Context: an optimization exercise on an open-source flow, tuned for small area. The choices shown serve that exercise and are no tape-out recipe. RTL that was checked went through simulation tests only; none was proved equivalent to the original.

== before ==
// layer_top
module layer_top (
   input  logic             clk,
   input  logic             reset,
   input  logic             s_valid,
   input  logic             m_ready,
   input  layer_pkg::data_t data_in,
   output logic             s_ready,
   output logic             m_valid,
   output layer_pkg::data_t data_out
);
Size: about 180 flip-flops, about 38 I/O pins, roughly 12000 um2 of cells after synthesis.
clock: 7.0 ns
lec_check: 0
cap_margin: 20
core_margin: 2
core_utilization: 40
slew_margin: 20
standard.sh (not shown) runs the stock make flow with config.mk's settings and CLKGATE_MAP_FILE= SYNTH_SCRIPT=/design/flow/synth_recipe.tcl, a recipe that flattens the netlist after the stock synthesis.
==> flow/flow/run.sh <==
#!/bin/bash
# The standard layout (standard.sh) with extra ORFS make variables, one
# per line in flow/make_vars. Each ORFS step keeps its own log under
# orfs/logs; make's own output goes to flow_make.log here.
set -euo pipefail
args=()
while IFS= read -r line; do
   [[ -z "$line" || "$line" == \#* ]] && continue
   args+=("$line")
done < flow/make_vars
bash standard.sh "${args[@]}" finish > flow_make.log 2>&1
==> flow/flow/make_vars <==
BUFFER_PORTS_ARGS=-buffer_cell sky130_fd_sc_hd__buf_1
CTS_BUF_LIST=sky130_fd_sc_hd__clkbuf_8
What after does differently from before at the input level:
--- a/flow/design.v
+++ b/flow/design.v
@@ -517,57 +517,57 @@
    assign cy[2] = (op_a[1] & op_b[1]) | (op_a[1] & cy[1]) | (op_b[1] & cy[1]);
    assign sum[2] = op_a[2] ^ op_b[2] ^ cy[2];
    assign cy[3] = (op_a[2] & op_b[2]) | (op_a[2] & cy[2]) | (op_b[2] & cy[2]);
    assign sum[3] = op_a[3] ^ op_b[3] ^ cy[3];
    assign cy[4] = (op_a[3] & op_b[3]) | (op_a[3] & cy[3]) | (op_b[3] & cy[3]);
    assign sum[4] = op_a[4] ^ op_b[4] ^ cy[4];
-   assign cy[5] = (op_a[4] & op_b[4]) | (op_a[4] & cy[4]) | (op_b[4] & cy[4]);
+   assign cy_out[5] = (op_a[4] & op_b[4]) | (op_a[4] & cy[4]) | (op_b[4] & cy[4]);
+   assign cy[5] = run & acc_cy[5];
    assign sum[5] = op_a[5] ^ op_b[5] ^ cy[5];
-   assign cy_out[6] = (op_a[5] & op_b[5]) | (op_a[5] & cy[5]) | (op_b[5] & cy[5]);
-   assign cy[6] = run & acc_cy[6];
+   assign cy[6] = (op_a[5] & op_b[5]) | (op_a[5] & cy[5]) | (op_b[5] & cy[5]);
    assign sum[6] = op_a[6] ^ op_b[6] ^ cy[6];
    assign cy[7] = (op_a[6] & op_b[6]) | (op_a[6] & cy[6]) | (op_b[6] & cy[6]);
    assign sum[7] = op_a[7] ^ op_b[7] ^ cy[7];
    assign cy[8] = (op_a[7] & op_b[7]) | (op_a[7] & cy[7]) | (op_b[7] & cy[7]);
    assign sum[8] = op_a[8] ^ op_b[8] ^ cy[8];
-   assign cy[9] = (op_a[8] & op_b[8]) | (op_a[8] & cy[8]) | (op_b[8] & cy[8]);
+   assign cy_out[9] = (op_a[8] & op_b[8]) | (op_a[8] & cy[8]) | (op_b[8] & cy[8]);
+   assign cy[9] = run & acc_cy[9];
    assign sum[9] = op_a[9] ^ op_b[9] ^ cy[9];
    assign cy[10] = (op_a[9] & op_b[9]) | (op_a[9] & cy[9]) | (op_b[9] & cy[9]);
    assign sum[10] = op_a[10] ^ op_b[10] ^ cy[10];
-   assign cy_out[11] = (op_a[10] & op_b[10]) | (op_a[10] & cy[10]) | (op_b[10] & cy[10]);
-   assign cy[11] = run & acc_cy[11];
+   assign cy[11] = (op_a[10] & op_b[10]) | (op_a[10] & cy[10]) | (op_b[10] & cy[10]);
    assign sum[11] = op_a[11] ^ op_b[11] ^ cy[11];
    assign cy[12] = (op_a[11] & op_b[11]) | (op_a[11] & cy[11]) | (op_b[11] & cy[11]);
    assign sum[12] = op_a[12] ^ op_b[12] ^ cy[12];
-   assign cy[13] = (op_a[12] & op_b[12]) | (op_a[12] & cy[12]) | (op_b[12] & cy[12]);
+   assign cy_out[13] = (op_a[12] & op_b[12]) | (op_a[12] & cy[12]) | (op_b[12] & cy[12]);
+   assign cy[13] = run & acc_cy[13];
    assign sum[13] = op_a[13] ^ op_b[13] ^ cy[13];
    assign cy[14] = (op_a[13] & op_b[13]) | (op_a[13] & cy[13]) | (op_b[13] & cy[13]);
    assign sum[14] = op_a[14] ^ op_b[14] ^ cy[14];
    assign cy[15] = (op_a[14] & op_b[14]) | (op_a[14] & cy[14]) | (op_b[14] & cy[14]);
    assign sum[15] = op_a[15] ^ op_b[15] ^ cy[15];
    assign cy_out[0] = 1'b0;
    assign cy_out[1] = 1'b0;
    assign cy_out[2] = 1'b0;
    assign cy_out[3] = 1'b0;
    assign cy_out[4] = 1'b0;
-   assign cy_out[5] = 1'b0;
+   assign cy_out[6] = 1'b0;
    assign cy_out[7] = 1'b0;
    assign cy_out[8] = 1'b0;
-   assign cy_out[9] = 1'b0;
    assign cy_out[10] = 1'b0;
+   assign cy_out[11] = 1'b0;
    assign cy_out[12] = 1'b0;
-   assign cy_out[13] = 1'b0;
    assign cy_out[14] = 1'b0;
    assign cy_out[15] = 1'b0;
    logic [15:0] cy_q;    
    always_ff @(posedge clk)
       if (en) begin
          acc  <= sum;
-         cy_q <= cy_out & 16'h0840;
+         cy_q <= cy_out & 16'h2220;
       end
-   assign acc_cy = cy_q & 16'h0840;
+   assign acc_cy = cy_q & 16'h2220;
 endmodule
 module mac_array (
    input  logic                 clk,
    input  logic                 vec_wr_en,
    input  logic                 x_bypass,
    input  layer_pkg::data_t     data_in,
Results
Die area: after worse than before. Sort after and before by signed area change from the synthesized netlist to the final layout desc -> top: before. Hold slack delta for after relative to before: 3.4 ps higher. after vs. before: fmax shows an increase of about 5%; non-clock buffer contribution to total cell area shows a reduction of 1.9 points.
No functional check of the RTL was part of before.

========
== quartz ==
layer_top, a different RTL version from the one above (not shown whole).
For scale: about 1,200 cells after synthesis, ~38 I/O pins, about 0.010 mm2 of cells after synthesis.
==> flow/design.v (excerpt) <==
module layer_top (
   input  logic             clk,
   input  logic             reset,
   input  logic             s_valid,
   input  logic             m_ready,
   input  layer_pkg::data_t data_in,
   output logic             s_ready,
   output logic             m_valid,
   output layer_pkg::data_t data_out
);
clock: 7.0 ns
lec_check: 0
cap_margin: 20
core_margin: 2
core_utilization: 40
slew_margin: 20
==> flow/flow/run.sh <==
#!/bin/bash
# The standard synthesis, then its combinational logic mapped again by
# ABC with an area-oriented script (flow/abc_resyn.script): the standard
# synthesis's registers and full-adder cells stay exactly as they are, with their
# names; full adders may work on complemented signals (flow/fa_polarity.py).
# Then the standard layout of that netlist, with extra ORFS make
# variables from flow/make_vars (one per line).
# Logs: flow_synth.log and flow_make.log (make's output), flow_fa_polarity.log,
# flow_resyn.log and flow_resyn_check.log (Yosys); each ORFS step also keeps its own log under orfs/logs.
set -euo pipefail
args=()
while IFS= read -r line; do
   [[ -z "$line" || "$line" == \#* ]] && continue
   args+=("$line")
done < flow/make_vars

bash standard.sh "${args[@]}" synth > flow_synth.log 2>&1

RES=orfs/results/$FLOW_PLATFORM/layer_top/base
LIB=$FLOW_HOME/platforms/$FLOW_PLATFORM/lib/sky130_fd_sc_hd__tt_025C_1v80.lib
YOSYS=$FLOW_HOME/../tools/install/yosys/bin/yosys
DONT_USE=$(grep -o 'sky130_fd_sc_hd__[a-z0-9_]*' $FLOW_HOME/platforms/$FLOW_PLATFORM/config.mk | sort -u | sed 's/^/-dont_use /' | tr '\n' ' ')
cp $RES/1_2_yosys.v 1_2_yosys_standard.v
# Full adders on complemented signals where that saves inverters
python3 flow/fa_polarity.py 1_2_yosys_standard.v 1_2_yosys_fapol.v > flow_fa_polarity.log 2>&1
cat > resyn.ys <<EOT
read_liberty -ignore_miss_func $LIB
read_verilog 1_2_yosys_fapol.v
hierarchy -top $FLOW_TOP
blackbox sky130_fd_sc_hd__dfxtp_1 sky130_fd_sc_hd__edfxtp_1 sky130_fd_sc_hd__fa_1 sky130_fd_sc_hd__conb_1
tee -o resyn_stat_before.txt stat -liberty $LIB
flatten
opt -purge
abc -script $PWD/flow/abc_resyn.script -liberty $LIB $DONT_USE -constr $PWD/orfs/objects/$FLOW_PLATFORM/layer_top/base/abc.constr
splitnets
opt_clean -purge
hilomap -singleton -hicell sky130_fd_sc_hd__conb_1 HI -locell sky130_fd_sc_hd__conb_1 LO
insbuf -buf sky130_fd_sc_hd__buf_4 A X
tee -o resyn_stat_after.txt stat -liberty $LIB
write_verilog -noattr -nohex -nodec 1_2_yosys_resyn.v
EOT
$YOSYS -s resyn.ys > flow_resyn.log 2>&1
# The new netlist must be fully mapped and hold the same registers
cat > resyn_check.ys <<EOT
read_liberty -lib $LIB
read_verilog 1_2_yosys_resyn.v
hierarchy -check -top $FLOW_TOP
check -assert -mapped
EOT
$YOSYS -s resyn_check.ys > flow_resyn_check.log 2>&1
regs() { grep -oE 'sky130_fd_sc_hd__e?dfxtp_[0-9]+ +\\?[^ ]+' "$1" | sort; }
if ! diff <(regs 1_2_yosys_standard.v) <(regs 1_2_yosys_resyn.v) > flow_resyn_regs.diff; then
   echo "registers differ from the standard synthesis" >&2
   exit 1
fi
cp 1_2_yosys_resyn.v $RES/1_2_yosys.v
rm -f $RES/1_synth.odb
bash standard.sh "${args[@]}" finish > flow_make.log 2>&1
Other scripts of this flow, unchanged in this note and not shown: flow/flow/abc_resyn.script, flow/flow/fa_polarity.py, flow/flow/make_vars
The final layout from quartz, which completed every stage, passed the timing, DRC and antenna checks at the end of the flow.
> inputs changed (quartz -> amber)
--- a/flow/design.v
+++ b/flow/design.v
@@ -509,18 +509,18 @@
    assign sum[6] = op_a[6] ^ op_b[6] ^ cy[6];
    assign cy[7] = (op_a[6] & op_b[6]) | (op_a[6] & cy[6]) | (op_b[6] & cy[6]);
    assign sum[7] = op_a[7] ^ op_b[7] ^ cy[7];
    assign cy[8] = (op_a[7] & op_b[7]) | (op_a[7] & cy[7]) | (op_b[7] & cy[7]);
    assign sum[8] = op_a[8] ^ op_b[8] ^ cy[8];
    assign cy[9] = (op_a[8] & op_b[8]) | (op_a[8] & cy[8]) | (op_b[8] & cy[8]);
    assign sum[9] = op_a[9] ^ op_b[9] ^ cy[9];
-   assign cy_out[10] = (op_a[9] & op_b[9]) | (op_a[9] & cy[9]) | (op_b[9] & cy[9]);
-   assign cy[10] = run & acc_cy[10];
+   assign cy[10] = (op_a[9] & op_b[9]) | (op_a[9] & cy[9]) | (op_b[9] & cy[9]);
    assign sum[10] = op_a[10] ^ op_b[10] ^ cy[10];
-   assign cy[11] = (op_a[10] & op_b[10]) | (op_a[10] & cy[10]) | (op_b[10] & cy[10]);
+   assign cy_out[11] = (op_a[10] & op_b[10]) | (op_a[10] & cy[10]) | (op_b[10] & cy[10]);
+   assign cy[11] = run & acc_cy[11];
    assign sum[11] = op_a[11] ^ op_b[11] ^ cy[11];
    assign cy[12] = (op_a[11] & op_b[11]) | (op_a[11] & cy[11]) | (op_b[11] & cy[11]);
    assign sum[12] = op_a[12] ^ op_b[12] ^ cy[12];
    assign cy[13] = (op_a[12] & op_b[12]) | (op_a[12] & cy[12]) | (op_b[12] & cy[12]);
    assign sum[13] = op_a[13] ^ op_b[13] ^ cy[13];
    assign cy_out[14] = (op_a[13] & op_b[13]) | (op_a[13] & cy[13]) | (op_b[13] & cy[13]);
    assign cy[14] = run & acc_cy[14];
@@ -532,25 +532,25 @@
    assign cy_out[2] = 1'b0;
    assign cy_out[3] = 1'b0;
    assign cy_out[4] = 1'b0;
    assign cy_out[5] = 1'b0;
    assign cy_out[7] = 1'b0;
    assign cy_out[8] = 1'b0;
    assign cy_out[9] = 1'b0;
-   assign cy_out[11] = 1'b0;
+   assign cy_out[10] = 1'b0;
    assign cy_out[12] = 1'b0;
    assign cy_out[13] = 1'b0;
    assign cy_out[15] = 1'b0;
    logic [15:0] cy_q;    
    always_ff @(posedge clk)
       if (en) begin
          acc  <= sum;
-         cy_q <= cy_out & 16'h4440;
+         cy_q <= cy_out & 16'h4840;
       end
-   assign acc_cy = cy_q & 16'h4440;
+   assign acc_cy = cy_q & 16'h4840;
 endmodule
 module mac_array (
    input  logic                 clk,
    input  logic                 vec_wr_en,
    input  logic                 x_bypass,
    input  layer_pkg::data_t     data_in,
    input  layer_pkg::vec_addr_t pos,
### Flow results
- Compared with quartz, amber ends up with less cell area.
- Worst slack at placement ended up 0.41 ns higher on amber than on quartz.
- Between amber and quartz, it is amber whose non-clock buffer count in the final layout is lower, by 2.
- The final reports for amber and quartz show post-route clock period utilization higher in the former.

port drivers added, routing unchanged:
The results above use ideal ports. As a check the final layouts listed here were re-extracted and re-timed, cells and wires unchanged.
Step 1 (the two cells are an assumption about what drives the block):
set clk [get_ports {clk}]
set_driving_cell -lib_cell sky130_fd_sc_hd__clkbuf_16 $clk
set_driving_cell -lib_cell sky130_fd_sc_hd__buf_2 [delete_from_list [all_inputs] $clk]
Step 2 also shifts input and output timing later by t, the mid clock arrival at the registers, as if the neighbouring blocks saw the same clock.
Slacks: ideal ports / drivers / drivers and shift; pairs: ideal ports / drivers.
| run | t, ns | slack for setup (ns) | latest minus earliest clock arrival (ns) | worst slew at a driven data input, ns |
|---|---|---|---|---|
| before | 0.516 | 0.286 / 0.286 / -0.068 | 0.017 / 0.017 | 0.05 |
| after | 0.510 | 0.612 / 0.612 / 0.612 | 0.021 / 0.021 | 0.03 |
| quartz | 0.478 | 0.301 / 0.301 / 0.301 | 0.053 / 0.053 | 0.04 |
| amber | 0.508 | 0.213 / 0.213 / 0.213 | 0.050 / 0.050 | 0.03 |
Met with ideal ports but missed after step 2: setup timing in before. The setup slack of before, which loses most, moves by 0.000 ns with the drivers and by -0.354 ns with both steps.
